This design comes from an exercise in tuning for small area and few clock cycles per item on the open sky130 flow, not from production work.
Function was checked by simulation only, so behaviour that the tests miss may differ from the original.
Power figures rest on the tool's default switching activity, not on a simulated workload. The flow treats the clock pin as an ideal source, which a real chip does not have.

== build 14 ==
## core_top
module core_top (
  input  wire logic                 clk_i,
  input  wire logic                 rst_i,
  input  wire core_pkg::xlen_t      boot_addr_i,
  input  wire logic                 fetch_enable_i,
  output logic                      instr_req_o,
  output core_pkg::xlen_t           instr_addr_o,
  input  wire logic                 instr_gnt_i,
  input  wire logic                 instr_rvalid_i,
  input  wire core_pkg::instr_t     instr_rdata_i,
  output logic                      rf_we_wb_o,
  output core_pkg::reg_addr_t       rf_waddr_wb_o,
  output core_pkg::xlen_t           rf_wdata_wb_o,
  output logic                      core_busy_o
);
clock: 4.5 ns
lec_check: 0
cap_margin: 10
core_margin: 2
core_utilization: 55
gpl_routability_driven: 0
slew_margin: 10
synth_hierarchical: 1
synth_minimum_keep_size: 0
standard.sh (not shown) runs the stock make flow with config.mk's settings and CLKGATE_MAP_FILE= SYNTH_SCRIPT=/design/flow/synth_recipe.tcl, a recipe that flattens the netlist after the stock synthesis.
==> flow/flow/run.sh <==
#!/bin/bash
# The standard layout (standard.sh, with the standard synthesis), with two
# changes to how it is made:
#  - clock tree: clkbuf_16 buffers over clusters of at most 28 sinks, and no
#    dummy loads;
#  - ports buffered with buf_2 cells.
# make's full output goes to make.log here; each ORFS step also keeps its
# own log under orfs/logs/.
set -euo pipefail
bash standard.sh \
  "CTS_ARGS=-sink_clustering_enable -repair_clock_nets -dont_use_dummy_load -buf_list sky130_fd_sc_hd__clkbuf_16 -sink_clustering_size 28 -sink_clustering_max_diameter 100" \
  "BUFFER_PORTS_ARGS=-buffer_cell sky130_fd_sc_hd__buf_2" \
  finish > make.log 2>&1
Testbench counts of build 14, summed over its fixed seeds: cycles 2,080, items 2,048.
Input-level comparison between build 45 and build 14:
==> flow/flow/run.sh <==
#!/bin/bash
# The standard layout (standard.sh, with the standard synthesis), with two
# changes to how it is made:
#  - clock tree: clkbuf_16 buffers over clusters of at most 30 sinks, and no
#    dummy loads;
#  - ports buffered with buf_2 cells.
# make's full output goes to make.log here; each ORFS step also keeps its
# own log under orfs/logs/.
set -euo pipefail
bash standard.sh \
  "CTS_ARGS=-sink_clustering_enable -repair_clock_nets -dont_use_dummy_load -buf_list sky130_fd_sc_hd__clkbuf_16 -sink_clustering_size 30 -sink_clustering_max_diameter 110" \
  "BUFFER_PORTS_ARGS=-buffer_cell sky130_fd_sc_hd__buf_2" \
  finish > make.log 2>&1
### Flow results
- On flip-flop and latch share of the layout cell area, build 45 and build 14 are basically level.
- Build 45 vs. build 14: multi-input combinational cell area held steady; data arrival time of the critical path saw an increase.
Changes in build 66 relative to build 45:
Settings: changing CAP_MARGIN from 10 to 20; removing GPL_ROUTABILITY_DRIVEN (formerly 0); changing SLEW_MARGIN from 10 to 20.
==> flow/flow/run.sh <==
#!/bin/bash
# The standard layout (standard.sh, with the standard synthesis), with two
# changes to how it is made:
#  - clock tree: clkbuf_16 buffers over clusters of at most 28 sinks, and no
#    dummy loads;
#  - ports buffered with buf_2 cells.
# make's full output goes to make.log here; each ORFS step also keeps its
# own log under orfs/logs/.
set -euo pipefail
bash standard.sh \
  "CTS_ARGS=-sink_clustering_enable -repair_clock_nets -dont_use_dummy_load -buf_list sky130_fd_sc_hd__clkbuf_16 -sink_clustering_size 28 -sink_clustering_max_diameter 100" \
  "BUFFER_PORTS_ARGS=-buffer_cell sky130_fd_sc_hd__buf_2" \
  finish > make.log 2>&1
==> run summary <==
Build 66 | stages: all done | timing, DRC, antenna: all pass. Worst setup slack after placement, build 45 and build 66: higher on build 45. Relative to build 45, the period utilization of build 66 is higher by 2.5 points. Number of flip-flops and latches essentially unchanged between build 66 and build 45. Row clock power: build 66 higher / build 45 lower. Cmp build 45 and build 66 / total of clock buffers placed in the layout / higher: build 66. Sequential share of layout area: build 45 vs build 66 — no meaningful difference. [compare] base=build 45 new=build 66: power went up 0.73%, post-route standard cell area excluding fillers held, worst hold margin went up 5.7 ps.

========
core_top, a different RTL version from the one above (not shown whole).
Size in the first run: roughly 140 I/O pins.
export LEC_CHECK = 0
export CAP_MARGIN = 10
export CORE_MARGIN = 2
export CORE_UTILIZATION = 55
export SLEW_MARGIN = 10
export SYNTH_HIERARCHICAL = 1
export SYNTH_MINIMUM_KEEP_SIZE = 0
create_clock -name core_clock -period 4.5 [get_ports {clk_i}]
==> flow/flow/run.sh <==
#!/bin/bash
# The standard layout (standard.sh, with the standard synthesis), with two
# changes to how it is made:
#  - clock tree: clkbuf_16 buffers over clusters of at most 26 sinks, and no
#    dummy loads;
#  - ports buffered with buf_2 cells.
# make's full output goes to make.log here; each ORFS step also keeps its
# own log under orfs/logs/.
set -euo pipefail
bash standard.sh \
  "CTS_ARGS=-sink_clustering_enable -repair_clock_nets -dont_use_dummy_load -buf_list sky130_fd_sc_hd__clkbuf_16 -sink_clustering_size 26 -sink_clustering_max_diameter 110" \
  "BUFFER_PORTS_ARGS=-buffer_cell sky130_fd_sc_hd__buf_2" \
  finish > make.log 2>&1
The starting point ran to the end with no violations.
Testbench counts at the start, summed over its fixed seeds: cycles 2,080, items 2,048.
Edit:
==> flow/flow/run.sh (replaced) <==
#!/bin/bash
# The standard layout (standard.sh, with the standard synthesis), with two
# changes to how it is made:
#  - clock tree: clkbuf_16 buffers over clusters of at most 24 sinks, and no
#    dummy loads;
#  - ports buffered with buf_2 cells.
# make's full output goes to make.log here; each ORFS step also keeps its
# own log under orfs/logs/.
set -euo pipefail
bash standard.sh \
  "CTS_ARGS=-sink_clustering_enable -repair_clock_nets -dont_use_dummy_load -buf_list sky130_fd_sc_hd__clkbuf_16 -sink_clustering_size 24 -sink_clustering_max_diameter 80" \
  "BUFFER_PORTS_ARGS=-buffer_cell sky130_fd_sc_hd__buf_2" \
  finish > make.log 2>&1
- CORE_UTILIZATION: 55 -> 62
After rerunning: The changed run passed the timing, DRC and antenna checks; combinational power hardly moves; global-route usage went up by 4.4 points; power went up by 0.48%; critical path depth stays the same; synthesized area is unchanged; worst hold slack improves by 0.024 ns; worst setup slack improves by 0.15 ns.
Edit:
==> flow/flow/run.sh (replaced) <==
#!/bin/bash
# The standard layout (standard.sh, with the standard synthesis), with two
# changes to how it is made:
#  - clock tree: clkbuf_8 buffers over clusters of at most 16 sinks, and no
#    dummy loads;
#  - ports buffered with buf_2 cells.
# make's full output goes to make.log here; each ORFS step also keeps its
# own log under orfs/logs/.
set -euo pipefail
bash standard.sh \
  "CTS_ARGS=-sink_clustering_enable -repair_clock_nets -dont_use_dummy_load -buf_list sky130_fd_sc_hd__clkbuf_8 -sink_clustering_size 16 -sink_clustering_max_diameter 50" \
  "BUFFER_PORTS_ARGS=-buffer_cell sky130_fd_sc_hd__buf_2" \
  finish > make.log 2>&1
- CORE_UTILIZATION: 62 -> 55
The new run completed with no timing, DRC or antenna violations.
Die area came out higher by about 13%.
Final area came out higher by about 0.4%.
Flip-flop and latch count does not change.
Wire length came out higher by 4.2%.
Final cell count came out higher by 3.2%.
Setup slack degrades by 0.14 ns.
Clock-buffer cell count came out higher by 60.
Worst hold slack degrades by 0.14 ns.
Register-to-register slack degrades by 0.14 ns.
Edit:
==> flow/flow/run.sh (replaced) <==
#!/bin/bash
# The standard layout (standard.sh, with the standard synthesis), with three
# changes to how it is made:
#  - clock tree: clkbuf_8 buffers over clusters of at most 16 sinks, and no
#    dummy loads;
#  - ports buffered with buf_2 cells;
#  - after global-route timing repair, cells on paths with positive slack
#    are downsized (ORFS's RECOVER_POWER).
# make's full output goes to make.log here; each ORFS step also keeps its
# own log under orfs/logs/.
set -euo pipefail
bash standard.sh \
  "CTS_ARGS=-sink_clustering_enable -repair_clock_nets -dont_use_dummy_load -buf_list sky130_fd_sc_hd__clkbuf_8 -sink_clustering_size 16 -sink_clustering_max_diameter 50" \
  "BUFFER_PORTS_ARGS=-buffer_cell sky130_fd_sc_hd__buf_2" \
  RECOVER_POWER=100 \
  finish > make.log 2>&1
- The new run ran to the end with violations: max-capacitance violations, max-slew violations, negative setup slack
- area after synthesis does not change
- sequential share of layout area went up by 0.35 points
- cell count hardly moves
- worst setup slack degrades by 0.17 ns
- via count barely changes
- core utilization decreases by 0.55 points

## re-timing with driven ports
Ports are ideal in the flow. The routed layouts listed here were re-timed in OpenROAD.
Step 1 (the two cells are an assumption about what drives the block):
set clk [get_ports {clk_i}]
set_driving_cell -lib_cell sky130_fd_sc_hd__clkbuf_16 $clk
set_driving_cell -lib_cell sky130_fd_sc_hd__buf_2 [delete_from_list [all_inputs] $clk]
Step 2, shift: input delay + t, output delay - t, t = (earliest + latest rising clock arrival at the registers) / 2. This alone moves slack from input paths to output paths.
Slacks: no drivers / after step 1 / after step 2; pairs: no drivers / after step 1.
run | t, ns | setup slack, ns | worst hold slack (ns) | worst setup path after step 2
build 14 | 0.713 | 0.385 / 0.385 / -0.115 | 0.341 / 0.302 / 0.432 | input to register
build 45 | 0.691 | 0.341 / 0.341 / -0.127 | 0.344 / 0.306 / 0.438 | input to register
build 66 | 0.686 | 0.227 / 0.227 / -0.088 | 0.350 / 0.314 / 0.453 | input to register
the first run of note 2 | 0.732 | 0.122 / 0.122 / -0.130 | 0.324 / 0.273 / 0.483 | input to register
the second run of note 2 | 0.724 | 0.275 / 0.275 / -0.133 | 0.348 / 0.297 / 0.410 | input to register
the third run of note 2 | 0.876 | 0.134 / 0.134 / -0.097 | 0.208 / 0.156 / 0.496 | input to register
the fourth run of note 2 | 0.874 | -0.032 / -0.032 / -0.577 | 0.205 / 0.156 / 0.492 | input to register
With both steps, setup timing fails in 6 of these runs, where it was met with ideal ports. The setup slack of the fourth run of note 2, which loses most, moves by 0.000 ns with the drivers and by -0.545 ns with both steps.
